This design comes from an exercise in tuning for a short achievable clock period and few clock cycles per item on the open sky130 flow, not from production work.
At most, simulation tests tie the RTL to the original design; equivalence was not proved.
Function not checked in run 4: the RTL went through the layout flow alone.
No activity file was given, so power comes from the tool's default toggle rates.

==> flow/design.v <==
package lpd_pkg;
   localparam int CHAN_W = 4;
   localparam int BYTE_W = 8;
   localparam int LEN_W  = 64;
   localparam int DEF_NUM_CHANNELS = 16;
   localparam int DEF_HEADER_BYTES = 8;
   localparam int FIFO_DEPTH = 8;
   localparam int CREDITS    = FIFO_DEPTH + 1;
   localparam int CRED_W     = 4;   
   typedef struct packed {
      logic [CHAN_W-1:0] channel;
      logic [BYTE_W-1:0] data_byte;
   } req_type;
   typedef struct packed {
      logic [CHAN_W-1:0] out_channel;
      logic [BYTE_W-1:0] payload_byte;
      logic              first_of_frame;
      logic              last_of_frame;
      logic              empty_frame;
   } rsp_type;
   typedef struct packed {
      logic    present;
      rsp_type word;
   } ctx_res_type;
endpackage
module lpd_ctx
#(
   parameter int NUM_CHANNELS = lpd_pkg::DEF_NUM_CHANNELS,
   parameter int HEADER_BYTES = lpd_pkg::DEF_HEADER_BYTES
) (
   input  logic                clock,
   input  logic                reset,
   input  logic                in_valid,
   input  logic [((NUM_CHANNELS < (1 << lpd_pkg::CHAN_W)) ? NUM_CHANNELS : (1 << lpd_pkg::CHAN_W))-1:0] in_sel,
   input  lpd_pkg::req_type    in_item,
   output logic                res_valid,
   output lpd_pkg::rsp_type    res_word,
   output logic                res_none
);
   localparam int DEPTH = (NUM_CHANNELS < (1 << lpd_pkg::CHAN_W)) ? NUM_CHANNELS : (1 << lpd_pkg::CHAN_W);
   localparam int HB    = HEADER_BYTES;
   localparam int LW    = lpd_pkg::LEN_W;
   localparam int BW    = lpd_pkg::BYTE_W;
   logic          s_pay  [DEPTH];
   logic [HB-1:0] s_hdr  [DEPTH];
   logic          s_zero [DEPTH];
   logic          s_open [DEPTH];
   logic [LW-1:0] s_len  [DEPTH];
   logic             x_valid;
   logic [DEPTH-1:0] x_sel;
   lpd_pkg::req_type x_item;
   logic             x_pay;
   logic [HB-1:0]    x_hdr;
   logic             x_zero;
   logic             x_open;
   logic [LW-1:0]    x_len;
   logic             n_pay;
   logic [HB-1:0]    n_hdr;
   logic             n_zero;
   logic             n_open;
   logic [LW-1:0]    n_len;
   logic             b_zero;
   logic             all_zero;
   logic             pay_last;
   logic             present;
   lpd_pkg::rsp_type word;
   assign b_zero   = (x_item.data_byte == '0);
   assign all_zero = (x_hdr[0] | x_zero) & b_zero;
   assign pay_last = (x_len == LW'(1));
   always_comb begin
      n_hdr  = x_pay ? x_hdr : {x_hdr[HB-2:0], x_hdr[HB-1]};
      n_zero = x_hdr[0] ? b_zero : (x_zero & b_zero);
      n_open = x_pay & ~pay_last;
      n_pay  = x_pay ? ~pay_last : (x_hdr[HB-1] & ~all_zero);
      n_len  = x_len;
      for (int k = 0; k < HB; k++) begin
         if (k * BW < LW) begin
            if (x_hdr[k]) n_len[k*BW +: BW] = x_item.data_byte;
         end
      end
      if (x_pay) n_len = x_len - LW'(1);
   end
   always_comb begin
      present             = (|x_sel) & (x_pay | (x_hdr[HB-1] & all_zero));
      word.out_channel    = x_item.channel;
      word.payload_byte   = x_pay ? x_item.data_byte : '0;
      word.first_of_frame = x_pay & ~x_open;
      word.last_of_frame  = ~x_pay | pay_last;
      word.empty_frame    = ~x_pay;
   end
   logic          same;
   logic          r_pay;
   logic [HB-1:0] r_hdr;
   logic          r_zero;
   logic          r_open;
   logic [LW-1:0] r_len;
   assign same = x_valid & (|(x_sel & in_sel));
   always_comb begin
      r_pay  = 1'b0;
      r_hdr  = '0;
      r_zero = 1'b0;
      r_open = 1'b0;
      r_len  = '0;
      for (int i = 0; i < DEPTH; i++) begin
         r_pay  = r_pay  | (in_sel[i] & s_pay[i]);
         r_hdr  = r_hdr  | ({HB{in_sel[i]}} & s_hdr[i]);
         r_zero = r_zero | (in_sel[i] & s_zero[i]);
         r_open = r_open | (in_sel[i] & s_open[i]);
         r_len  = r_len  | ({LW{in_sel[i]}} & s_len[i]);
      end
   end
   always_ff @(posedge clock) begin
      if (reset) begin
         x_valid <= 1'b0;
      end else begin
         x_valid <= in_valid;
      end
   end
   always_ff @(posedge clock) begin
      x_sel  <= in_sel;
      x_item <= in_item;
      if (same) begin
         x_pay  <= n_pay;
         x_hdr  <= n_hdr;
         x_zero <= n_zero;
         x_open <= n_open;
         x_len  <= n_len;
      end else begin
         x_pay  <= r_pay;
         x_hdr  <= r_hdr;
         x_zero <= r_zero;
         x_open <= r_open;
         x_len  <= r_len;
      end
   end
   always_ff @(posedge clock) begin
      for (int i = 0; i < DEPTH; i++) begin
         if (reset) begin
            s_pay[i] <= 1'b0;
            s_hdr[i] <= HB'(1);
         end else if (x_valid && x_sel[i]) begin
            s_pay[i] <= n_pay;
            s_hdr[i] <= n_hdr;
         end
      end
   end
   always_ff @(posedge clock) begin
      for (int i = 0; i < DEPTH; i++) begin
         if (x_valid && x_sel[i]) begin
            s_zero[i] <= n_zero;
            s_open[i] <= n_open;
            s_len[i]  <= n_len;
         end
      end
   end
   always_ff @(posedge clock) begin
      if (reset) begin
         res_valid <= 1'b0;
         res_none  <= 1'b0;
      end else begin
         res_valid <= x_valid & present;
         res_none  <= x_valid & ~present;
      end
   end
   always_ff @(posedge clock) begin
      res_word <= word;
   end
endmodule
module lpd_out_reg
(
   input  logic    clock,
   input  logic    reset,
   input  logic    load,
   input  lpd_pkg::rsp_type word,
   output logic    taken,
   output logic    rsp_valid,
   input  logic    rsp_ready,
   output lpd_pkg::rsp_type rsp_data
);
   localparam int D = lpd_pkg::FIFO_DEPTH;
   logic [D-1:0]     ent_valid;
   logic [D-1:0][14:0] ent_word;
   logic [D-1:0]     wr_sel;
   logic [D-1:0]     rd_sel;
   logic             valid_ff;
   lpd_pkg::rsp_type data_ff;
   logic             head_valid;
   lpd_pkg::rsp_type head_word;
   logic             free;
   logic             pop;
   assign rsp_valid = valid_ff;
   assign rsp_data  = data_ff;
   always_comb begin
      head_valid = |(ent_valid & rd_sel);
      head_word  = '0;
      for (int e = 0; e < D; e++) begin
         head_word = head_word | ({15{rd_sel[e]}} & ent_word[e]);
      end
   end
   assign free = ~valid_ff | rsp_ready;
   assign pop  = free & head_valid;
   always_ff @(posedge clock) begin
      if (reset) begin
         valid_ff  <= 1'b0;
         taken     <= 1'b0;
         ent_valid <= '0;
         wr_sel    <= D'(1);
         rd_sel    <= D'(1);
      end else begin
         taken <= valid_ff & rsp_ready;
         if (free) begin
            valid_ff <= head_valid;
         end
         for (int e = 0; e < D; e++) begin
            if (load && wr_sel[e]) begin
               ent_valid[e] <= 1'b1;
            end else if (pop && rd_sel[e]) begin
               ent_valid[e] <= 1'b0;
            end
         end
         if (load) begin
            wr_sel <= {wr_sel[D-2:0], wr_sel[D-1]};
         end
         if (pop) begin
            rd_sel <= {rd_sel[D-2:0], rd_sel[D-1]};
         end
      end
   end
   always_ff @(posedge clock) begin
      if (free) begin
         data_ff <= head_word;
      end
      for (int e = 0; e < D; e++) begin
         if (load && wr_sel[e]) begin
            ent_word[e] <= word;
         end
      end
   end
endmodule
module length_prefix_deframer_unit
#(
   parameter int NUM_CHANNELS = lpd_pkg::DEF_NUM_CHANNELS,
   parameter int HEADER_BYTES = lpd_pkg::DEF_HEADER_BYTES
) (
   input  logic    clock,
   input  logic    reset,
   input  logic    req_valid,
   output logic    req_ready,
   input  lpd_pkg::req_type req_data,
   output logic    rsp_valid,
   input  logic    rsp_ready,
   output lpd_pkg::rsp_type rsp_data
);
   localparam int DEPTH = (NUM_CHANNELS < (1 << lpd_pkg::CHAN_W)) ? NUM_CHANNELS : (1 << lpd_pkg::CHAN_W);
   localparam int CW    = lpd_pkg::CRED_W;
   logic             in_valid_ff;
   logic [DEPTH-1:0] in_sel_ff;
   lpd_pkg::req_type in_item_ff;
   logic             ready_ff;
   logic [CW-1:0]    credit_ff;
   logic [CW-1:0]    credit_base;
   logic             accept;
   logic             res_valid;
   lpd_pkg::rsp_type res_word;
   logic             res_none;
   logic             taken;
   assign req_ready = ready_ff;
   assign accept    = req_valid & ready_ff;
   always_ff @(posedge clock) begin
      if (reset) begin
         in_valid_ff <= 1'b0;
      end else begin
         in_valid_ff <= accept;
      end
   end
   always_ff @(posedge clock) begin
      in_item_ff <= req_data;
      for (int i = 0; i < DEPTH; i++) begin
         in_sel_ff[i] <= (req_data.channel == lpd_pkg::CHAN_W'(i));
      end
   end
   assign credit_base = credit_ff + CW'(res_none) + CW'(taken);
   always_ff @(posedge clock) begin
      if (reset) begin
         credit_ff <= CW'(lpd_pkg::CREDITS);
         ready_ff  <= 1'b1;
      end else if (accept) begin
         credit_ff <= credit_base - CW'(1);
         ready_ff  <= (credit_base >= CW'(2));
      end else begin
         credit_ff <= credit_base;
         ready_ff  <= (credit_base >= CW'(1));
      end
   end
   lpd_ctx #(
      .NUM_CHANNELS (NUM_CHANNELS),
      .HEADER_BYTES (HEADER_BYTES)
   ) u_ctx (
      .clock     (clock),
      .reset     (reset),
      .in_valid  (in_valid_ff),
      .in_sel    (in_sel_ff),
      .in_item   (in_item_ff),
      .res_valid (res_valid),
      .res_word  (res_word),
      .res_none  (res_none)
   );
   lpd_out_reg u_out (
      .clock     (clock),
      .reset     (reset),
      .load      (res_valid),
      .word      (res_word),
      .taken     (taken),
      .rsp_valid (rsp_valid),
      .rsp_ready (rsp_ready),
      .rsp_data  (rsp_data)
   );
endmodule
==> flow/run.sh <==
#!/bin/bash
# synth_recipe.tcl (not shown) runs the flow's synth.tcl, then flattens the netlist and writes it again
# the make line also repeats each setting of config.mk as NAME=value (left out here)
make -C /OpenROAD-flow-scripts/flow DESIGN_CONFIG=/design/flow/config.mk WORK_HOME=/design/flow/orfs CLKGATE_MAP_FILE= SYNTH_SCRIPT=/design/flow/synth_recipe.tcl finish
==> flow/config.mk <==
export PLATFORM = sky130hd
export DESIGN_NAME = length_prefix_deframer_unit
export DESIGN_NICKNAME = length_prefix_deframer_unit
export VERILOG_FILES = /design/flow/design.v
export SDC_FILE = /design/flow/constraint.sdc
export NUM_CORES = 4
export LEC_CHECK = 0
export CAP_MARGIN = 20
export CORE_MARGIN = 2
export CORE_UTILIZATION = 40
export SLEW_MARGIN = 20
==> flow/constraint.sdc <==
create_clock -name core_clock -period 8.5 [get_ports {clock}]
set_input_delay 1.7000 -clock core_clock [delete_from_list [all_inputs] [get_ports {clock}]]
set_output_delay 1.7000 -clock core_clock [all_outputs]
set_load 0.01 [all_outputs]
==> impl_metrics.yaml, run 1 <==
cells_and_area:
  drive_gt1_share_pct: 12.6
  final_cell_area_mm2: 0.0636
  stdcell_count: 5602
  fill_cells: 12100
  final_core_util_pct: 45.7
  antenna_cells: 0
  areaGrowthSynthToFinish_pct: 13.6
  nets: 3623
worst_setup_path:
  cp-end-kind: "register"
  crit_chain: "nor4_2 -> nand3_1 -> or4_1 -> nor3_1 -> xnor2_1 -> a21oi_1"
  worst_ep_arrival_time_ns: 4.44
  critPathKind: "reg -> reg"
  crit_required_ns: 8.92
  crit_path_max_fanout: 16
  crit_path_top_delay_cell: "a21oi_1"
  cpPeakStageDelay_ns: 0.84
  cp-start-kind: "register"
global_routing:
  grt_max_degree: 102
  grt_pass1_vias: 32600
  grt_use_total_pct: 22.9
  grt-ovfl-total: 0
  grt_pass1_wl_mm: 238
  antenna_found_initial: 1
synthesis:
  synthArstFlopShare_pct: 0
  syn_avg_cell_area_um2: 15.7
  synth.largest_area_cell: "edfxtp_1"
  synth.yosys.seq_area_share_pct: 75.5
  synth_top_area_share_pct: 63.9
  ys_types: 70
  syn_area_mm2: 0.0560
  synth_most_common_cell: "edfxtp_1"
  synth_common_cells: "1191 x edfxtp_1, 325 x dfxtp_1, 237 x a221oi_1"
  synth-seq-cells: 1516
  synthTopCellsByArea: "edfxtp_1 64%, dfxtp_1 12%, a221oi_1 3.7%"
  synth_edf_count: 1191
  synth_nets: 3600
  yosysWarnings: 8
  synth_cells: 3577
  synth-main-ff-cell: "edfxtp_1"
sta:
  slew_violations: 0
  worst_pin_slew_ns: 1.17
  slew-limit-headroom_pct: 21.9
  skew_ns: 0.0302
  fin_crit_ns: 4.01
  fmax_mhz: 249
  fin_setup_tns_ns: 0
  rsz0062_at_grt: "false"
  finalHoldViolCount: 0
  setup_violations: 0
  period_share_pct: 47.2
power:
  seq_power_share_pct: 52.6
  ir_worst_vdd_uv: 209
  finalPower_uw: 16000
  p_comb_share_pct: 5.3
  intPower_uw: 12400
  powerDensity_mw_per_mm2: 251
  clockPowerShare_pct: 42.1
  leakagePower_uw: 0.0200
  p_sw_uw: 3600
  swShare_pct: 22.5
cts:
  cts_tree: "yes"
  root_buffer: "clkbuf_16"
  cts_hold_repair.buffers: 0
  htree_levels: 4
  clkSlewWorstSetupHoldPaths_ns: 0.06
  ctsLongestPathBuffers: 3
  ctsResizeCount: 0
  post_cts_buffers: 0
  cts.sinks: 1516
  numCtsBuffers: 153
  insertion_delay_ns: 0.77
detailed_routing:
  wire_per_inst_um: 29.8
  dr.first_iter.drc_count: 4538
  via_per_inst: 6.15
  dr.pass1.iters: 6
  drc: 0
  wl_mm: 167
  num_vias: 34500
  ant_nets: 0
placed_design:
  dp_hpwl_mm: 84.9
  gp_congestion: 0.907
  placed_cell_area_mm2: 0.0585
  io_buffer_count: 32
  numPlacedInstances: 5321
run:
  cap_violations: 0
floorplanning:
  io_pins: 33
  dieArea_mm2: 0.143
  fp.dieW_um: 378
  core_area_mm2: 0.139
  start_util_pct: 40.2
  die_h_um: 378
  rows: 137
hold_path:
  min_path_type: "reg -> reg"
status:
  status: "finished clean"
[stage by stage]
step | setup WS (ns) | hold slack [ns]
6_report | 4.49 | 0.320
5_1_grt | 4.37 | 0.335
4_1_cts | 4.65 | 0.322
3_3_place_gp | 4.80 | 0.310
2_1_floorplan | 5.11 | 0.310
3_5_place_dp | 4.66 | 0.312
[final timing paths]
path	startpoint	endpoint	slack, ns	cells past startpoint
setup / recovery	u_ctx.x_len[4]	u_ctx.s_len[13][48]	4.49	6
hold / removal	in_item_ff[2]	u_ctx.x_item[2]	0.32	0
setup reg to reg	u_ctx.x_len[4]	u_ctx.s_len[13][48]	4.49	6
hold reg to reg	in_item_ff[2]	u_ctx.x_item[2]	0.32	0
[critical path: cells and delay by family, from the launching register on]
family	cells	cell delay (ns)
simple gates	4	2.28
xor+xnor	1	0.16
compound gates	1	0.84
flops	1	0.39
[power groups by stage]
stage                     Sequential (uW)  Clock [uW]  Combinational, uW
after floorplan                      8480           0                496
after global placement               8540           0                805
after detailed placement             8540           0                821
after CTS                            8380        6780                826
after global routing                 8390        7080                907
final                                8390        6720                850
[layer usage]
layer  routed length [um]  vias up  global-route usage, %
met2                78100     1835                   36.7
li1                     -    14600                      -
met1                69700    17700                   32.8
met5                   13        -                      0
met3                15100      286                   3.21
met4                 3970        2                   6.11
[area by class of cell]
| type | instances | area, um2 | share of cell area (%) |
|---|---|---|---|
| Multi-Input combinational cell | 1773 | 12800 | 20.1 |
| Tap cell | 1876 | 2350 | 3.69 |
| Clock inverter | 58 | 662 | 1.04 |
| Clock buffer | 223 | 4350 | 6.83 |
| Sequential cell | 1516 | 42300 | 66.6 |
| Timing Repair Buffer | 132 | 1070 | 1.69 |
| Inverter | 24 | 90.1 | 0.142 |
[flip-flops by register name (all words and copies together), names as in the netlist, 12 cells and up]
name,flops
in_item_ff,12
u_ctx.x_item,12
in_sel_ff,16
u_ctx.s_zero,16
u_ctx.s_len,1024
u_ctx.x_sel,16
u_ctx.x_len,64
u_out.data_ff,15
u_ctx.s_pay,16
u_out.ent_word,120
u_ctx.s_open,16
u_ctx.s_hdr,128
u_ctx.res_word,15
[kinds of logic after synthesis]
logic type                 synth area share [%]
AOI/OAI and AO/OA                          14.1
DFF                                        75.5
muxes                                      1.46
and+or+nand+nor                            6.05
xor gates and xnor gates                  0.688
buffers and inverters                      2.04
adders and majority gates                 0.170
[placed cells by master (no fill, tap or decap), types with 10 or more instances in the layout]
cell type and n:
clkbuf_16 157, mux2i_1 20, clkdlybuf4s50_1 31, dfxtp_1 308, nand2_1 66, xor2_1 16
a22oi_1 221, buf_4 100, edfxtp_1 1191, a31oi_1 10, or2_2 19, clkinv_1 10
nor2_1 189, and2_4 16, a21oi_2 16, nand4_1 94, nor4_1 26, mux2_2 45
clkbuf_1 49, dfxtp_4 17, nand3_1 47, inv_1 23, a211oi_1 173, a221oi_1 237
nor3_1 53, xnor2_1 28, clkbuf_8 17, a21oi_1 80, and2_1 14, a22o_1 226
or4_1 13, clkinv_2 18, nor2b_1 47, or3_1 11
Testbench counts, summed over its fixed seeds: cycles 160,035, items 160,000.
==> run 2, diff against run 1 <==
--- a/flow/config.mk
+++ b/flow/config.mk
@@ -5,7 +5,9 @@
 export SDC_FILE = /design/flow/constraint.sdc
 export NUM_CORES = 4
 export LEC_CHECK = 0
+export ABC_CLOCK_PERIOD_IN_PS = 2500
 export CAP_MARGIN = 20
 export CORE_MARGIN = 2
 export CORE_UTILIZATION = 40
+export SETUP_SLACK_MARGIN = 5
 export SLEW_MARGIN = 20
==> impl_metrics.yaml, run 2 <==
status:
  status: "finished clean"
cts:
  cts_hold_repair.buffers: 0
  cts_tree: "yes"
  root_buffer: "clkbuf_16"
  ctsLongestPathBuffers: 3
  insertion_delay_ns: 0.78
  htree_levels: 4
  numCtsBuffers: 153
  cts.sinks: 1516
  clkSlewWorstSetupHoldPaths_ns: 0.06
synthesis:
  synth_simple_gate_area_share_pct: 6.05
  synth_top_family_by_area: "compound AO/OA/AOI/OAI gates"
  synth.yosys.seq_area_share_pct: 75.5
  synth-main-ff-cell: "edfxtp_1"
  synth_cells: 3577
  synth-seq-cells: 1516
  synth_top_area_share_pct: 63.9
  syn_avg_cell_area_um2: 15.7
  ys_types: 70
  syn_area_mm2: 0.0560
  synth_compound_area_share_pct: 14.1
  synth_nets: 3600
  synth.area.mux_share_pct: 1.46
  synth_common_cells: "1191 x edfxtp_1, 325 x dfxtp_1, 237 x a221oi_1"
  synth_xor_area_share_pct: 0.688
  synth.largest_area_cell: "edfxtp_1"
  synth_edf_count: 1191
  synth_fa_ha_area_share_pct: 0.170
  yosysWarnings: 8
  synth_most_common_cell: "edfxtp_1"
  synthArstFlopShare_pct: 0
  synthTopCellsByArea: "edfxtp_1 64%, dfxtp_1 12%, a221oi_1 3.7%"
sta:
  setup_violations: 0
  fin_crit_ns: 3.48
  worst_pin_slew_ns: 1.15
  skew_ns: 0.0327
  slew-limit-headroom_pct: 23.2
  rsz0062_at_grt: "false"
  finalWorstSetupSlack_ns: 5.02
  finalHoldViolCount: 0
  period_share_pct: 40.9
  fmax_mhz: 287
  slew_violations: 0
  fin_setup_tns_ns: 0
cells_and_area:
  regMostFlops: "u_ctx.s_len"
  fill_cells: 12100
  top_regs: "u_ctx.s_len: 1024 flops, u_ctx.s_hdr: 128 flops, u_out.ent_word: 120 flops"
  largest_register_ffs: 1024
  antenna_cells: 0
  nets: 3628
  areaGrowthSynthToFinish_pct: 13.9
  seq_area_mm2: 0.0423
  final_common_cell: "edfxtp_1"
  drive_gt1_share_pct: 12.9
  multi_input_area_mm2: 0.0128
  final_cell_mix: "1191 x edfxtp_1, 308 x dfxtp_1, 237 x a221oi_1"
floorplanning:
  die_h_um: 378
  io_pins: 33
  dieArea_mm2: 0.143
  rows: 137
  core_area_mm2: 0.139
  fp.dieW_um: 378
  start_util_pct: 40.2
detailed_routing:
  wl_mm: 167
  drc: 0
  num_vias: 34500
  ant_nets: 0
  dr.first_iter.drc_count: 4498
  wire_per_inst_um: 29.8
  dr.pass1.iters: 6
  via_per_inst: 6.16
global_routing:
  grt-ovfl-total: 0
  grt_use_total_pct: 22.9
  grt_max_degree: 102
  antenna_found_initial: 1
  grt_pass1_vias: 32700
  grt_pass1_wl_mm: 238
placed_design:
  place_ws_ns: 4.66
  io_buffer_count: 32
  gp_congestion: 0.907
  dp_hpwl_mm: 84.9
worst_setup_path:
  worst_ep_arrival_time_ns: 3.94
  crit_path_top_delay_cell: "or4_1"
  critPathKind: "reg -> reg"
  crit_path_max_fanout: 17
  cp-start-kind: "register"
  crit_required_ns: 8.96
  cp-end-kind: "register"
  cpPeakStageDelay_ns: 0.75
  crit_chain: "nor4_2 -> nand3_2 -> or4_1 -> or3_1 -> a31oi_2"
power:
  powerDensity_mw_per_mm2: 250
  ir_worst_vdd_uv: 207
  leakagePower_uw: 0.0201
hold_path:
  min_path_type: "reg -> reg"
run:
  cap_violations: 0
==> run 2: cell count changes in the layout (fill, tap and decap cells not counted), sizes merged <==
cell  change
buf       +5
==> run 2: critical path: cells and delay by family, from the launching register on <==
kind	cells	cell delay, ns
compound gates	1	0.66
flops	1	0.40
simple gates	4	2.12
==> run 2: power breakdown <==
group          switching [uW]  total [uW]  internal, uW
Combinational             608         860           252
Sequential                130        8390          8260
Clock                    2870        6720          3860
Total                    3600       16000         12400
==> run 2: area by class of cell <==
| cell class | count | share of cell area [%] |
|---|---|---|
| Sequential cell | 1516 | 66.4 |
| Multi-Input combinational cell | 1773 | 20.1 |
| Clock buffer | 223 | 6.82 |
| Tap cell | 1876 | 3.68 |
| Timing Repair Buffer | 137 | 1.78 |
| Clock inverter | 58 | 1.04 |
| Inverter | 24 | 0.141 |
==> run 2: path summary, 6_finish.rpt <==
path                                     start            endpoint  slack [ns]  cells past startpoint
worst max-delay path            u_ctx.x_len[4]  u_ctx.s_len[2][60]        5.02                      5
worst min-delay path             in_item_ff[2]     u_ctx.x_item[2]        0.32                      0
worst max register to register  u_ctx.x_len[4]  u_ctx.s_len[2][60]        5.02                      5
worst min register to register   in_item_ff[2]     u_ctx.x_item[2]        0.32                      0
==> run 2: stage by stage <==
step	total power (uW)	cell area, um2	std cells	utilization [%]	hold WS [ns]
final	16000	63800	5607	45.8	0.319
after detailed placement	9360	58500	5321	42.0	0.312
after global routing	16400	63800	5607	45.8	0.335
after CTS	16000	63600	5604	45.7	0.322
after global placement	9340	58500	5320	42.0	0.310
after floorplan	8980	56000	3577	-	0.310
==> run 2: cell families after synthesis <==
group	after synthesis
XOR/XNOR	44
AND/OR/NAND/NOR	640
flip-flops	1516
adder cells (fa/ha/maj)	7
multiplexers	75
buffers and inverters	288
AO/OA/AOI/OAI	1007
==> run 2: layer usage <==
metal / up-vias / wire length (um) / part of all wire, % / track usage [%]
li1: 14600 / - / - / -
met1: 17800 / 70000 / 42 / 32.8
met2: 1861 / 78500 / 47 / 36.7
met3: 285 / 14600 / 8.8 / 3.30
met4: 2 / 3870 / 2.3 / 6.20
met5: - / 13 / 0.0078 / 0
==> run 2: timing repair <==
action | 4_1_cts | 5_1_grt
setup endpoints to repair | 254 | 158
setup buffers | 2 | 3
gates cloned | 0 | 0
pin swaps | 0 | 2
resized for setup | 14 | 9
==> run 3, diff against run 2 <==
==> flow/flow/run.sh (new file) <==
#!/bin/bash
set -euo pipefail
MARGIN=$(cat flow/margin.txt)
bash standard.sh SETUP_SLACK_MARGIN="$MARGIN" finish > flow_make.log 2>&1
==> flow/flow/margin.txt (new file) <==
6.0
==> flow/standard.sh (new file) <==
#!/bin/bash
# synth_recipe.tcl (not shown) runs the flow's synth.tcl, then flattens the netlist and writes it again
# the make line also repeats each setting of config.mk as NAME=value (left out here)
make -C /OpenROAD-flow-scripts/flow DESIGN_CONFIG=/design/flow/config.mk WORK_HOME=/design/flow/orfs CLKGATE_MAP_FILE= SYNTH_SCRIPT=/design/flow/synth_recipe.tcl "${@:-finish}"
removed: flow/run.sh
==> impl_metrics.yaml, run 3 <==
sta:
  worst_pin_slew_ns: 1.20
  fin_crit_ns: 3.07
  rsz0062_at_grt: "true"
  skew_ns: 0.0385
  finalHoldViolCount: 0
  fin_setup_tns_ns: 0
  period_share_pct: 36.2
  fmax_mhz: 325
  slew-limit-headroom_pct: 20.0
  setup_violations: 0
  slew_violations: 0
floorplanning:
  fp.dieW_um: 378
  rows: 137
  core_area_mm2: 0.139
  dieArea_mm2: 0.143
  start_util_pct: 40.2
  die_h_um: 378
  io_pins: 33
worst_setup_path:
  cp-start-kind: "register"
  timing.rr.start: "u_ctx.x_len[43]"
  rrSetupSlack_ns: 5.62
  worst_ep_arrival_time_ns: 1.37
  crit_path_max_fanout: 1
  cpPeakStageDelay_ns: 0.43
  crit_required_ns: 6.80
  path_delay_family: "flip-flops"
  critPathKind: "reg -> out"
  crit_buf_inv: 1
  cp-end-kind: "output port"
  r2r_end: "u_ctx.s_len[13][47]"
  crit_chain: "buf_2"
  crit_path_top_delay_cell: "edfxtp_1"
  r2r_cells: 5
synthesis:
  synth.largest_area_cell: "edfxtp_1"
  synth_simple_gate_area_share_pct: 6.05
  syn_avg_cell_area_um2: 15.7
  synth_most_common_cell: "edfxtp_1"
  synth-seq-cells: 1516
  synthTopCellsByArea: "edfxtp_1 64%, dfxtp_1 12%, a221oi_1 3.7%"
  synth_compound_area_share_pct: 14.1
  syn_area_mm2: 0.0560
  synth_top_area_share_pct: 63.9
  synth_top_family_by_area: "compound AO/OA/AOI/OAI gates"
  synth_xor_area_share_pct: 0.688
  yosysWarnings: 8
  synth.area.mux_share_pct: 1.46
  synth-main-ff-cell: "edfxtp_1"
  ys_types: 70
  synth_fa_ha_area_share_pct: 0.170
  synthArstFlopShare_pct: 0
  synth_nets: 3600
  synth.yosys.seq_area_share_pct: 75.5
  synth_common_cells: "1191 x edfxtp_1, 325 x dfxtp_1, 237 x a221oi_1"
  synth_cells: 3577
  synth_edf_count: 1191
detailed_routing:
  wire_per_inst_um: 31.7
  num_vias: 36100
  wirelength_met1_mm: 73.3
  wl_mm: 183
  via_per_inst: 6.26
  drc: 0
  dr.pass1.iters: 5
  top_layer: "met5"
  dr.first_iter.drc_count: 4961
  met3WireLength_mm: 18.8
  wl_met2_mm: 84.8
  ant_nets: 0
placed_design:
  dp_hpwl_mm: 83.6
  io_buffer_count: 32
  gp_congestion: 0.863
cells_and_area:
  areaGrowthSynthToFinish_pct: 19.6
  drive_gt1_share_pct: 20.1
  final_cell_mix: "1191 x edfxtp_1, 278 x dfxtp_1, 231 x a221oi_1"
  fill_cells: 11700
  regMostFlops: "u_ctx.s_len"
  top_regs: "u_ctx.s_len: 1024 flops, u_ctx.s_hdr: 128 flops, u_out.ent_word: 120 flops"
  final_core_util_pct: 48.1
  final_common_cell: "edfxtp_1"
  largest_register_ffs: 1024
  nets: 3786
cts:
  htree_levels: 4
  cts.sinks: 1516
  ctsLongestPathBuffers: 3
  numCtsBuffers: 152
  clkSlewWorstSetupHoldPaths_ns: 0.06
  cts_tree: "yes"
  root_buffer: "clkbuf_16"
  insertion_delay_ns: 0.79
global_routing:
  grt-ovfl-total: 0
  grt_pass1_vias: 34200
  grt_pass1_wl_mm: 253
  antenna_found_initial: 6
  grt_use_total_pct: 24.8
  grt_max_degree: 92
hold_path:
  whs_path_depth: 0
  min_path_type: "reg -> reg"
  hold_start: "in_item_ff[3]"
  whs_endpoint: "u_ctx.x_item[3]"
power:
  ir_worst_vdd_uv: 160
  powerDensity_mw_per_mm2: 240
  leakagePower_uw: 0.0214
  finalPower_uw: 16100
run:
  cap_violations: 0
status:
  status: "finished clean"
## run 3: cell counts after synthesis
Identical to the previous run, type by type.
## run 3: worst max path at each step
stage	from	endpoint	slack [ns]	cells after the start
floorplan	u_ctx.x_len[2]	u_ctx.x_len[51]	5.93	7
global placement	reset	u_ctx.s_hdr[6][0]	5.05	3
detailed placement	u_ctx.x_len[4]	u_ctx.s_len[5][12]	4.98	5
CTS	u_out.data_ff[6]	rsp_data[6]	5.37	1
global route	u_out.data_ff[6]	rsp_data[6]	5.39	1
finish	u_out.data_ff[6]	rsp_data[6]	5.43	1
## run 3: per-layer routing
| metal | track usage (%) | vias up |
|---|---|---|
| li1 | - | 15000 |
| met1 | 34.2 | 18700 |
| met2 | 39.2 | 2129 |
| met3 | 4.96 | 379 |
| met4 | 8.14 | 6 |
| met5 | 0 | - |
## run 3: cell families after synthesis
| family | count (synthesis) |
|---|---|
| flops | 1516 |
| mux | 75 |
| fa+ha+maj | 7 |
| xor+xnor | 44 |
| simple gates | 640 |
| buf+inv | 288 |
| compound gates | 1007 |
## run 3: final cells by class
type,instances,area [um2],area share (%)
Clock inverter,58,470,0.702
Clock buffer,225,4290,6.41
Antenna cell,1,2.50,0.00374
Sequential cell,1516,42400,63.3
Multi-Input combinational cell,1790,14100,21.0
Inverter,24,100,0.149
Tap cell,1876,2350,3.50
Timing Repair Buffer,279,3280,4.90
## run 3: where the power goes
| group | switching (uW) | internal [uW] |
|---|---|---|
| sequential | 155 | 8260 |
| clock | 2850 | 3590 |
| combinational | 728 | 481 |
## run 3: what timing repair did
item	4_1_cts	5_1_grt
gates resized for setup	272	116
hold buffers	0	0
gates cloned	21	8
endpoints found under the setup margin	1518	701
buffers inserted	97	52
pin swaps	70	60
## run 3: per-stage QoR
stage                     std cells  hold slack [ns]  worst slack (ns)  area, um2
after floorplan                3577            0.310              5.93      56300
after global placement         5307            0.310              5.05      58600
after detailed placement       5307            0.312              4.98      58600
after CTS                      5708            0.323              5.37      65800
after global routing           5768            0.331              5.39      67000
final                          5769            0.326              5.43      67000
==> run 4, diff against run 3 <==
--- a/flow/design.v
+++ b/flow/design.v
@@ -88,13 +88,22 @@
       word.last_of_frame  = ~x_pay | pay_last;
       word.empty_frame    = ~x_pay;
    end
+   logic             w_valid;
+   logic [DEPTH-1:0] w_sel;
+   logic             w_pay;
+   logic [HB-1:0]    w_hdr;
+   logic             w_zero;
+   logic             w_open;
+   logic [LW-1:0]    w_len;
    logic          same;
+   logic          same_w;
    logic          r_pay;
    logic [HB-1:0] r_hdr;
    logic          r_zero;
    logic          r_open;
    logic [LW-1:0] r_len;
-   assign same = x_valid & (|(x_sel & in_sel));
+   assign same   = x_valid & (|(x_sel & in_sel));
+   assign same_w = w_valid & (|(w_sel & in_sel));
    always_comb begin
       r_pay  = 1'b0;
       r_hdr  = '0;
@@ -125,6 +134,12 @@
          x_zero <= n_zero;
          x_open <= n_open;
          x_len  <= n_len;
+      end else if (same_w) begin
+         x_pay  <= w_pay;
+         x_hdr  <= w_hdr;
+         x_zero <= w_zero;
+         x_open <= w_open;
+         x_len  <= w_len;
       end else begin
          x_pay  <= r_pay;
          x_hdr  <= r_hdr;
@@ -134,22 +149,37 @@
       end
    end
    always_ff @(posedge clock) begin
+      if (reset) begin
+         w_valid <= 1'b0;
+      end else begin
+         w_valid <= x_valid;
+      end
+   end
+   always_ff @(posedge clock) begin
+      w_sel  <= x_sel;
+      w_pay  <= n_pay;
+      w_hdr  <= n_hdr;
+      w_zero <= n_zero;
+      w_open <= n_open;
+      w_len  <= n_len;
+   end
+   always_ff @(posedge clock) begin
       for (int i = 0; i < DEPTH; i++) begin
          if (reset) begin
             s_pay[i] <= 1'b0;
             s_hdr[i] <= HB'(1);
-         end else if (x_valid && x_sel[i]) begin
-            s_pay[i] <= n_pay;
-            s_hdr[i] <= n_hdr;
+         end else if (w_valid && w_sel[i]) begin
+            s_pay[i] <= w_pay;
+            s_hdr[i] <= w_hdr;
          end
       end
    end
    always_ff @(posedge clock) begin
       for (int i = 0; i < DEPTH; i++) begin
-         if (x_valid && x_sel[i]) begin
-            s_zero[i] <= n_zero;
-            s_open[i] <= n_open;
-            s_len[i]  <= n_len;
+         if (w_valid && w_sel[i]) begin
+            s_zero[i] <= w_zero;
+            s_open[i] <= w_open;
+            s_len[i]  <= w_len;
          end
       end
    end
==> impl_metrics.yaml, run 4 <==
status:
  status: "finished clean"
sta:
  fin_crit_ns: 3.02
  fin_setup_tns_ns: 0
  hold_slack_ns: 0.326
  fmax_mhz: 331
  slew_violations: 0
  skew_ns: 0.0312
  period_share_pct: 35.5
  worst_pin_slew_ns: 1.06
  slew-limit-headroom_pct: 29.5
  setup_violations: 0
  finalHoldViolCount: 0
  rsz0062_at_grt: "true"
hold_path:
  min_path_type: "reg -> reg"
  hold_start: "in_item_ff[7]"
  whs_endpoint: "u_ctx.x_item[7]"
  whs_path_depth: 0
placed_design:
  io_buffer_count: 32
  dp_hpwl_mm: 92.0
  placed_cell_area_mm2: 0.0612
  gp_congestion: 0.892
cts:
  insertion_delay_ns: 0.82
  numCtsBuffers: 160
  cts_hold_repair.buffers: 0
  root_buffer: "clkbuf_16"
  htree_levels: 4
  ctsLongestPathBuffers: 3
  cts.sinks: 1608
  clkSlewWorstSetupHoldPaths_ns: 0.06
  cts_tree: "yes"
worst_setup_path:
  critPathKind: "reg -> out"
  crit_chain: "buf_2"
  cp-end-kind: "output port"
  worst_ep_arrival_time_ns: 1.32
  crit_required_ns: 6.80
  path_delay_family: "flip-flops"
  r2r_cells: 6
  cp-start-kind: "register"
  crit_buf_inv: 1
  timing.rr.start: "u_ctx.x_len[40]"
  crit_path_max_fanout: 1
  crit_path_top_delay_cell: "edfxtp_1"
  rrSetupSlack_ns: 5.83
  cpPeakStageDelay_ns: 0.37
  r2r_end: "u_ctx.x_len[60]"
synthesis:
  synth_edf_count: 1191
  synth_common_cells: "1191 x edfxtp_1, 417 x dfxtp_1, 384 x nand2_1"
  syn_area_mm2: 0.0588
  syn_avg_cell_area_um2: 14.6
  synth-seq-cells: 1608
  synth_top_area_share_pct: 60.8
  synthArstFlopShare_pct: 0
  yosysWarnings: 8
  synth_cells: 4020
  synth-main-ff-cell: "edfxtp_1"
  synth.largest_area_cell: "edfxtp_1"
  ys_types: 59
  synthTopCellsByArea: "edfxtp_1 61%, dfxtp_1 14%, a22oi_1 4.1%"
  synth_most_common_cell: "edfxtp_1"
  synth.yosys.seq_area_share_pct: 75.0
  synth_nets: 4043
detailed_routing:
  ant_nets: 0
  dr.first_iter.drc_count: 5057
  wl_mm: 181
  via_per_inst: 6.20
  num_vias: 37900
  drc: 0
  wire_per_inst_um: 29.6
  dr.pass1.iters: 6
cells_and_area:
  fill_cells: 12500
  antenna_cells: 0
  largest_register_ffs: 1024
  top_regs: "u_ctx.s_len: 1024 flops, u_ctx.s_hdr: 128 flops, u_out.ent_word: 120 flops"
  final_common_cell: "edfxtp_1"
  regMostFlops: "u_ctx.s_len"
  final_cell_area_mm2: 0.0680
  areaGrowthSynthToFinish_pct: 15.7
  final_core_util_pct: 46.7
  final_cell_mix: "1191 x edfxtp_1, 380 x dfxtp_1, 372 x nand2_1"
  drive_gt1_share_pct: 13.5
  nets: 4093
floorplanning:
  io_pins: 33
  fp.dieW_um: 387
  core_area_mm2: 0.146
  start_util_pct: 40.3
  dieArea_mm2: 0.150
  die_h_um: 387
  rows: 140
power:
  powerDensity_mw_per_mm2: 247
  leakagePower_uw: 0.0219
  finalPower_uw: 16800
  ir_worst_vdd_uv: 178
global_routing:
  antenna_found_initial: 1
  grt_max_degree: 102
  grt_pass1_wl_mm: 259
  grt_use_total_pct: 23.4
  grt-ovfl-total: 0
  grt_pass1_vias: 36100
run:
  cap_violations: 0
## run 4: where the power goes
group,switching (uW),internal [uW],total (uW)
sequential,381,8710,9090
clock,3020,4020,7040
combinational,382,266,649
total,3780,13000,16800
## run 4: cell families (layout without fill, tap and decap cells)
family,count (synthesis),after routing,synth area share [%]
simple gates,911,912,7.55
mux,40,40,0.734
flops,1608,1608,75.0
xor+xnor,32,32,0.477
compound gates,1124,1124,14.1
fa+ha+maj,7,7,0.162
buf+inv,298,483,1.91
## run 4: metal layers
layer | share of wire [%] | vias to the layer above | track usage, %
li1 | - | 16000 | -
met1 | 42 | 19500 | 32.9
met2 | 47 | 2081 | 37.4
met3 | 8.8 | 363 | 3.54
met4 | 3.0 | 0 | 7.69
met5 | 0 | - | 0
## run 4: per-stage QoR
| stage | std cells | worst slack [ns] |
|---|---|---|
| 5_1_grt | 6123 | 5.43 |
| 4_1_cts | 6103 | 5.42 |
| 2_1_floorplan | 4020 | 5.89 |
| 6_report | 6123 | 5.48 |
| 3_3_place_gp | 5779 | 4.94 |
| 3_5_place_dp | 5779 | 4.93 |
## run 4: worst max-delay path by stage
stage	from	endpoint	cells after the start
floorplan	u_ctx.x_len[46]	u_ctx.x_len[60]	7
global placement	reset	u_ctx.s_hdr[8][0]	3
detailed placement	reset	u_ctx.s_hdr[7][2]	3
CTS	u_out.data_ff[4]	rsp_data[4]	1
global route	u_out.data_ff[0]	rsp_data[0]	1
finish	u_out.data_ff[4]	rsp_data[4]	1
## run 4: layout make-up
| type | count | area (um2) | share of cell area [%] |
|---|---|---|---|
| clock buffer | 226 | 4590 | 6.74 |
| clock inverter | 72 | 642 | 0.944 |
| inverter | 38 | 278 | 0.409 |
| multi-input combinational | 2115 | 14300 | 21.1 |
| sequential | 1608 | 44200 | 65.0 |
| tap | 1917 | 2400 | 3.53 |
| timing repair buffer | 147 | 1540 | 2.26 |
## run 4: repair_timing
action                                 CTS  global route
setup endpoints to repair              916           477
cloned                                   1             1
buffers inserted                        25            19
resized for setup                      236           112
endpoints found under the hold margin    0             0
pin swaps                               15            16
## run 4: worst register-to-register path, cell delays in order, from the launching register on
cell	delay [ns]
dfxtp_2	0.33
or4_4	0.56
or4_4	0.48
or4_4	0.51
or4_4	0.44
a31oi_4	0.19
a21o_1	0.13

==> static timing again, ports no longer ideal <==
The flow's constraints put no driver on any port. The routed layouts listed below were extracted and timed again, unchanged, in two steps. Step 1 sets driving cells, clkbuf_16 on the clock port and buf_2 on the other inputs (assumed; they add their load-dependent delay and slew). Step 2 adds t to the input delays and takes it off the output delays; t is the mean of the earliest and latest rising clock arrival at the registers after step 1. Input paths then give back, and output paths get back, about the clock's delay inside the block. a / b / c = ideal / step 1 / step 2; a / b = the first two.
run	t, ns	setup WS [ns]	hold slack, ns
run 1	0.846	4.485 / 4.485 / 4.485	0.320 / 0.320 / 0.320
run 2	0.839	5.020 / 5.020 / 4.913	0.319 / 0.319 / 0.319
run 3	0.854	5.426 / 5.347 / 5.301	0.326 / 0.326 / 0.326
run 4	0.879	5.480 / 5.403 / 5.336	0.326 / 0.326 / 0.326
After both steps every run listed still meets setup and hold. The setup slack of run 4, which loses most, moves by -0.077 ns with the drivers and by -0.144 ns with both steps.
